This design comes from an exercise in tuning for small area, a short achievable clock period and few clock cycles per item on the open sky130 flow, not from production work.
At most, simulation tests tie the RTL to the original design; equivalence was not proved.

== before ==
==> flow/design.v <==
module ccu_muldiv_seq (
    input  logic        clk,
    input  logic        rst,
    input  logic        start,
    input  logic [7:0]  alu_mode,
    input  logic [31:0] src1,
    input  logic [31:0] src2,
    input  logic        flush,
    output logic        stall,
    output logic        done,
    output logic [31:0] result,
    output logic        ccu_ans_mux_sel,
    output logic [1:0]  state_dbg
);
    localparam logic [1:0] S_IDLE = 2'd0, S_MUL = 2'd1, S_DIV = 2'd2, S_DONE = 2'd3;
    localparam logic [2:0] P_PREP = 3'd0,   
                           P_INIT = 3'd1,   
                           P_STEP = 3'd2,   
                           P_CORR = 3'd3,   
                           P_FIX  = 3'd4;   
    function automatic logic [31:0] smear(input logic [31:0] x);
        for (int i = 31; i >= 0; i--)
            smear[i] = (i == 31) ? x[31] : (x[i] | smear[i + 1]);
    endfunction
    function automatic logic [5:0] tlen(input logic [31:0] t);
        logic [32:0] te;
        tlen = 6'd0;
        te = {1'b0, t};
        for (int i = 0; i < 32; i++)
            if (te[i] & ~te[i + 1]) tlen = 6'(i + 1);
    endfunction
    function automatic logic [8:0] pairs(input logic [31:0] s);
        pairs[0] = 1'b1;
        for (int k = 1; k < 9; k++)
            pairs[k] = s[4 * k - 1];
    endfunction
    function automatic logic [2:0] booth(input logic [2:0] w);
        booth = {w[1] ^ w[0],
                 (w[2] & ~w[1] & ~w[0]) | (~w[2] & w[1] & w[0]),
                 w[2]};
    endfunction
    logic [1:0]  state;
    logic [2:0]  ph;
    logic [5:0]  ptr;        
    logic [31:0] M;          
    logic [31:0] D;          
    logic [31:0] R;          
    logic        rs;         
    logic [31:0] H;          
    logic [4:0]  hc;         
    logic [5:0]  w1_r, w2_r;
    logic [1:0]  op_r;
    logic        n1_r, msign, dsign, sel_r, negres;
    logic        c_one, c_two, c_neg, c_xr, c_xh, c_xz, dbit;
    logic        h_one, h_two, h_neg;
    logic [2:0]  op;
    logic        is_md, accept, s1, s2, n1, n2, dz, swap, early;
    logic [31:0] S1, S2, S1n;
    logic [8:0]  T1, T2, Tm, L;
    logic [36:0] f1, f2;
    logic [4:0]  wf1, wf2;
    logic [3:0]  kbin;
    logic [5:0]  bc1, bc2, bcf;
    assign op     = alu_mode[2:0];
    assign is_md  = (alu_mode[7:4] == 4'h4);
    assign accept = (state == S_IDLE) & start & is_md & ~flush;
    assign s1     = op[2] ? ~op[0] : (op[1:0] != 2'b11);
    assign s2     = op[2] ? ~op[0] : ~op[1];
    assign n1     = s1 & src1[31];
    assign n2     = s2 & src2[31];
    assign dz     = (src2 == 32'd0);
    assign S1     = smear(src1 ^ {32{n1}});
    assign S2     = smear(src2 ^ {32{n2}});
    assign T1     = pairs(S1);
    assign T2     = pairs(S2);
    assign Tm     = T1 & T2;
    assign L      = Tm & ~{1'b0, Tm[8:1]};
    assign swap   = |(T1 & ~T2);
    assign f1     = {{4{n1}}, src1, 1'b0};
    assign f2     = {{4{n2}}, src2, 1'b0};
    always_comb begin
        wf1  = 5'd0;
        wf2  = 5'd0;
        kbin = 4'd0;
        for (int k = 0; k < 9; k++) begin
            wf1  = wf1 | ({5{L[k]}} & f1[4 * k +: 5]);
            wf2  = wf2 | ({5{L[k]}} & f2[4 * k +: 5]);
            kbin = kbin | ({4{L[k]}} & 4'(k));
        end
    end
    assign bc1    = {booth(wf1[4:2]), booth(wf1[2:0])};
    assign bc2    = {booth(wf2[4:2]), booth(wf2[2:0])};
    assign bcf    = swap ? bc2 : bc1;
    assign S1n    = n1 ? {S1[30:0], 1'b1} : S1;
    assign early  = dz | (|(S2 & ~S1n));
    logic        is_div, last, ge, dneg, fixr;
    logic [5:0]  pn;
    logic [6:0]  i0, ip1;
    logic [31:0] hsum;
    logic [36:0] mx, dext, mag, hmag, ya, yh, xa, sum;
    logic [4:0]  win;
    assign is_div = state[1];
    assign dneg   = dsign & D[31];
    assign last   = (ptr == 6'd0);
    assign pn     = ptr - 6'd1;
    assign mx     = {{4{msign & M[31]}}, M, 1'b0};
    assign win    = mx[{pn[3:0], 2'b00} +: 5];
    assign dext   = {{5{dneg}}, D};
    assign i0     = {1'b0, w1_r} + {6'd0, n1_r} - {1'b0, w2_r};
    assign ip1    = i0 + 7'd1;
    assign mag  = c_one ? dext
                : c_two ? {dext[35:0], 1'b0}
                : {5'd0, ({32{c_xr}} & R) | ({32{c_xh}} & H)};
    assign hmag = h_one ? dext
                : h_two ? {dext[35:0], 1'b0}
                : 37'd0;
    assign ya  = mag ^ {37{c_neg}};
    assign yh  = {hmag[34:0] ^ {35{h_neg}}, {2{h_neg & is_div}}};
    assign xa  = c_xz ? 37'd0
               : is_div ? {{3{rs}}, R, dbit, 1'b0}
               : {5'd0, R[27:0], 1'b0, h_neg, 2'b00};
    assign sum = xa + ya + yh + {36'd0, c_neg | (h_neg & is_div)};
    assign ge  = ~sum[36];
    assign hsum = H + {{27{hc[4]}}, hc};
    assign fixr = op_r[1] & ~ge;
    always_ff @(posedge clk or posedge rst) begin
        if (rst) begin
            state <= S_IDLE;
        end else begin
            case (state)
                S_IDLE: if (accept) state <= !op[2] ? S_MUL : (early ? S_DONE : S_DIV);
                S_MUL: begin
                    if (flush)
                        state <= S_IDLE;
                    else if (ph == P_FIX || (last && !negres))
                        state <= S_DONE;
                end
                S_DIV: begin
                    if (flush)
                        state <= S_IDLE;
                    else if (ph == P_FIX || (ph == P_CORR && !negres) ||
                             (ph == P_STEP && last && !fixr && !negres))
                        state <= S_DONE;
                end
                default: state <= S_IDLE;
            endcase
        end
    end
    always_ff @(posedge clk) begin
        ptr  <= pn;
        dbit <= M[pn[4:0]] & ~pn[5];
        hc   <= (state == S_MUL) ? sum[36:32] : 5'd0;
        rs   <= 1'b0;
        R    <= sum[31:0];
        H    <= {hsum[27:0], R[31:28]};
        {h_one, h_two, h_neg, c_one, c_two, c_neg} <= {booth(win[4:2]), booth(win[2:0])};
        {c_xr, c_xh, c_xz} <= 3'b000;
        case (state)
            S_IDLE: begin
                ptr <= {2'b00, kbin};
                R   <= op[2] ? src1 : 32'd0;
                H   <= {32{op[2] & dz}};
                if (op[2]) begin
                    {h_one, h_two, h_neg, c_one, c_two, c_neg} <= {5'b00000, n1};
                    {c_xr, c_xh, c_xz} <= 3'b101;
                end else begin
                    {h_one, h_two, h_neg, c_one, c_two, c_neg} <= bcf;
                end
            end
            S_MUL: if (ph == P_FIX) H <= hsum;
            S_DIV: begin
                {h_one, h_two, h_neg, c_one, c_two, c_neg} <= {5'b00001, ge ^ dneg};
                H <= {H[30:0], ge};
                case (ph)
                    P_PREP: H <= 32'd0;
                    P_INIT: begin
                        R    <= M >> ip1[5:0];
                        H    <= 32'd0;
                        ptr  <= i0[5:0];
                        dbit <= M[i0[4:0]] & ~i0[5];
                        c_neg <= ~dneg;
                    end
                    P_STEP: begin
                        {rs, R} <= sum[33:1];
                        if (last) begin
                            if (fixr) begin
                                {h_one, h_two, h_neg, c_one, c_two, c_neg} <= {2'b10, dneg, 3'b000};
                            end else begin
                                {h_one, h_two, h_neg, c_one, c_two, c_neg} <= 6'b000001;
                                {c_xr, c_xh, c_xz} <= {op_r[1], ~op_r[1], 1'b1};
                            end
                        end
                    end
                    P_CORR: begin
                        R <= sum[33:2];
                        {h_one, h_two, h_neg, c_one, c_two, c_neg} <= 6'b000001;
                        {c_xr, c_xh, c_xz} <= 3'b101;
                    end
                    default: ;
                endcase
            end
            default: ;
        endcase
    end
    always_ff @(posedge clk) begin
        case (state)
            S_IDLE: begin
                M      <= (!op[2] && swap) ? src2 : src1;
                D      <= (!op[2] && swap) ? src1 : src2;
                msign  <= swap ? s2 : s1;
                dsign  <= swap ? s1 : s2;
                op_r   <= op[1:0];
                w1_r   <= tlen(S1);
                w2_r   <= tlen(S2);
                n1_r   <= n1;
                ph     <= op[2] ? (n1 ? P_PREP : P_INIT) : P_STEP;
                negres <= op[2] ? (op[1] ? n1 : (n1 ^ n2)) : (op[1:0] != 2'b00);
                sel_r  <= op[2] ? op[1] : (op[1:0] == 2'b00);
            end
            S_MUL: if (last) ph <= P_FIX;
            S_DIV: begin
                case (ph)
                    P_PREP: begin
                        M  <= sum[31:0];
                        ph <= P_INIT;
                    end
                    P_INIT: ph <= P_STEP;
                    P_STEP: if (last) ph <= fixr ? P_CORR : P_FIX;
                    P_CORR: ph <= P_FIX;
                    default: sel_r <= 1'b1;
                endcase
            end
            default: ;
        endcase
    end
    assign result          = sel_r ? R : H;
    assign stall           = accept | (state == S_MUL) | (state == S_DIV);
    assign done            = (state == S_DONE);
    assign ccu_ans_mux_sel = done;
    assign state_dbg       = state;
endmodule
Settings: LEC_CHECK=0, CAP_MARGIN=20, CORE_MARGIN=2, CORE_UTILIZATION=40, SLEW_MARGIN=20; clock period 10.5 ns.
standard.sh (not shown) runs the stock make flow with config.mk's settings and CLKGATE_MAP_FILE= SYNTH_SCRIPT=/design/flow/synth_recipe.tcl, a recipe that flattens the netlist after the stock synthesis.
==> flow/flow/run.sh <==
#!/bin/bash
set -euo pipefail
bash standard.sh "BUFFER_PORTS_ARGS=-buffer_cell sky130_fd_sc_hd__buf_4" SETUP_SLACK_MARGIN=5.5 finish > standard_flow.log 2>&1
Testbench counts of before, summed over its fixed seeds: cycles 20,920, items 3,200.
diff inputs: before => after
--- a/flow/design.v
+++ b/flow/design.v
@@ -40,6 +40,7 @@
                  w[2]};
     endfunction
     logic [1:0]  state;
+    logic        idle_r, busy_r;    
     logic [2:0]  ph;
     logic [5:0]  ptr;        
     logic [31:0] M;          
@@ -55,7 +56,7 @@
     logic        h_one, h_two, h_neg;
     logic [2:0]  op;
     logic        is_md, accept, s1, s2, n1, n2, dz, swap, early;
-    logic [31:0] S1, S2, S1n;
+    logic [31:0] S1n, U1, U2, V1, V2;
     logic [8:0]  T1, T2, Tm, L;
     logic [36:0] f1, f2;
     logic [4:0]  wf1, wf2;
@@ -63,16 +64,18 @@
     logic [5:0]  bc1, bc2, bcf;
     assign op     = alu_mode[2:0];
     assign is_md  = (alu_mode[7:4] == 4'h4);
-    assign accept = (state == S_IDLE) & start & is_md & ~flush;
+    assign accept = idle_r & start & is_md & ~flush;
     assign s1     = op[2] ? ~op[0] : (op[1:0] != 2'b11);
     assign s2     = op[2] ? ~op[0] : ~op[1];
     assign n1     = s1 & src1[31];
     assign n2     = s2 & src2[31];
     assign dz     = (src2 == 32'd0);
-    assign S1     = smear(src1 ^ {32{n1}});
-    assign S2     = smear(src2 ^ {32{n2}});
-    assign T1     = pairs(S1);
-    assign T2     = pairs(S2);
+    assign U1     = smear(src1);
+    assign U2     = smear(src2);
+    assign V1     = smear({1'b0, src1[30:0] ^ src1[31:1]});
+    assign V2     = smear({1'b0, src2[30:0] ^ src2[31:1]});
+    assign T1     = s1 ? pairs(V1) : pairs(U1);
+    assign T2     = s2 ? pairs(V2) : pairs(U2);
     assign Tm     = T1 & T2;
     assign L      = Tm & ~{1'b0, Tm[8:1]};
     assign swap   = |(T1 & ~T2);
@@ -91,8 +94,8 @@
     assign bc1    = {booth(wf1[4:2]), booth(wf1[2:0])};
     assign bc2    = {booth(wf2[4:2]), booth(wf2[2:0])};
     assign bcf    = swap ? bc2 : bc1;
-    assign S1n    = n1 ? {S1[30:0], 1'b1} : S1;
-    assign early  = dz | (|(S2 & ~S1n));
+    assign S1n    = src1[31] ? {V1[30:0], 1'b1} : V1;
+    assign early  = dz | (~op[0] ? (|(V2 & ~S1n)) : (|(U2 & ~U1)));
     logic        is_div, last, ge, dneg, fixr;
     logic [5:0]  pn;
     logic [6:0]  i0, ip1;
@@ -146,6 +149,36 @@
             endcase
         end
     end
+    logic [1:0] state_n;
+    always_comb begin
+        state_n = state;
+        case (state)
+            S_IDLE: if (accept) state_n = !op[2] ? S_MUL : (early ? S_DONE : S_DIV);
+            S_MUL: begin
+                if (flush)
+                    state_n = S_IDLE;
+                else if (ph == P_FIX || (last && !negres))
+                    state_n = S_DONE;
+            end
+            S_DIV: begin
+                if (flush)
+                    state_n = S_IDLE;
+                else if (ph == P_FIX || (ph == P_CORR && !negres) ||
+                         (ph == P_STEP && last && !fixr && !negres))
+                    state_n = S_DONE;
+            end
+            default: state_n = S_IDLE;
+        endcase
+    end
+    always_ff @(posedge clk or posedge rst) begin
+        if (rst) begin
+            idle_r <= 1'b1;
+            busy_r <= 1'b0;
+        end else begin
+            idle_r <= (state_n == S_IDLE);
+            busy_r <= (state_n == S_MUL) | (state_n == S_DIV);
+        end
+    end
     always_ff @(posedge clk) begin
         ptr  <= pn;
         dbit <= M[pn[4:0]] & ~pn[5];
@@ -210,8 +243,8 @@
                 msign  <= swap ? s2 : s1;
                 dsign  <= swap ? s1 : s2;
                 op_r   <= op[1:0];
-                w1_r   <= tlen(S1);
-                w2_r   <= tlen(S2);
+                w1_r   <= s1 ? tlen(V1) : tlen(U1);
+                w2_r   <= s2 ? tlen(V2) : tlen(U2);
                 n1_r   <= n1;
                 ph     <= op[2] ? (n1 ? P_PREP : P_INIT) : P_STEP;
                 negres <= op[2] ? (op[1] ? n1 : (n1 ^ n2)) : (op[1:0] != 2'b00);
@@ -234,7 +267,7 @@
         endcase
     end
     assign result          = sel_r ? R : H;
-    assign stall           = accept | (state == S_MUL) | (state == S_DIV);
+    assign stall           = accept | busy_r;
     assign done            = (state == S_DONE);
     assign ccu_ans_mux_sel = done;
     assign state_dbg       = state;
Findings:
before was smaller in final cell area than after. Compared with before, after shows a number of tap instances that is 8 higher. Clock period minus worst slack sits higher in after than in before. Going from before to after, the die area was found to have gone up by about 4%. Taking after as 1.0, before lands at 0.906 on via count of the first global-routing pass. Of after and before, the lower area inside the core boundary belongs to before. after vs. before: register area went up by 1.0%.
No functional check of the RTL was part of after.

==> afterwards: timing with drivers on the ports <==
Ports are ideal in the flow. The routed layouts listed here were re-timed in OpenROAD. Step 1, drivers: a clkbuf_16 drives clk and a buf_2 each remaining input, both assumed. Step 2 moves the port delays by t, midway between the first and last clock arrival at a register: inputs arrive t later, outputs are due t later. That takes back most of the time a late clock gives input paths. Slacks: no drivers / after step 1 / after step 2; pairs: no drivers / after step 1.
| run | t (ns) | slack for setup (ns) | hold WS [ns] | slew at the worst register clock pin (ns) |
|---|---|---|---|---|
| before | 0.557 | 5.184 / 5.149 / 4.899 | 0.585 / 0.585 / 0.585 | 0.08 / 0.08 |
| after | 0.559 | 5.116 / 5.125 / 4.566 | 0.532 / 0.532 / 0.532 | 0.08 / 0.08 |
After both steps every run listed still meets setup and hold. The setup slack of after, which loses most, moves by +0.009 ns with the drivers and by -0.550 ns with both steps.
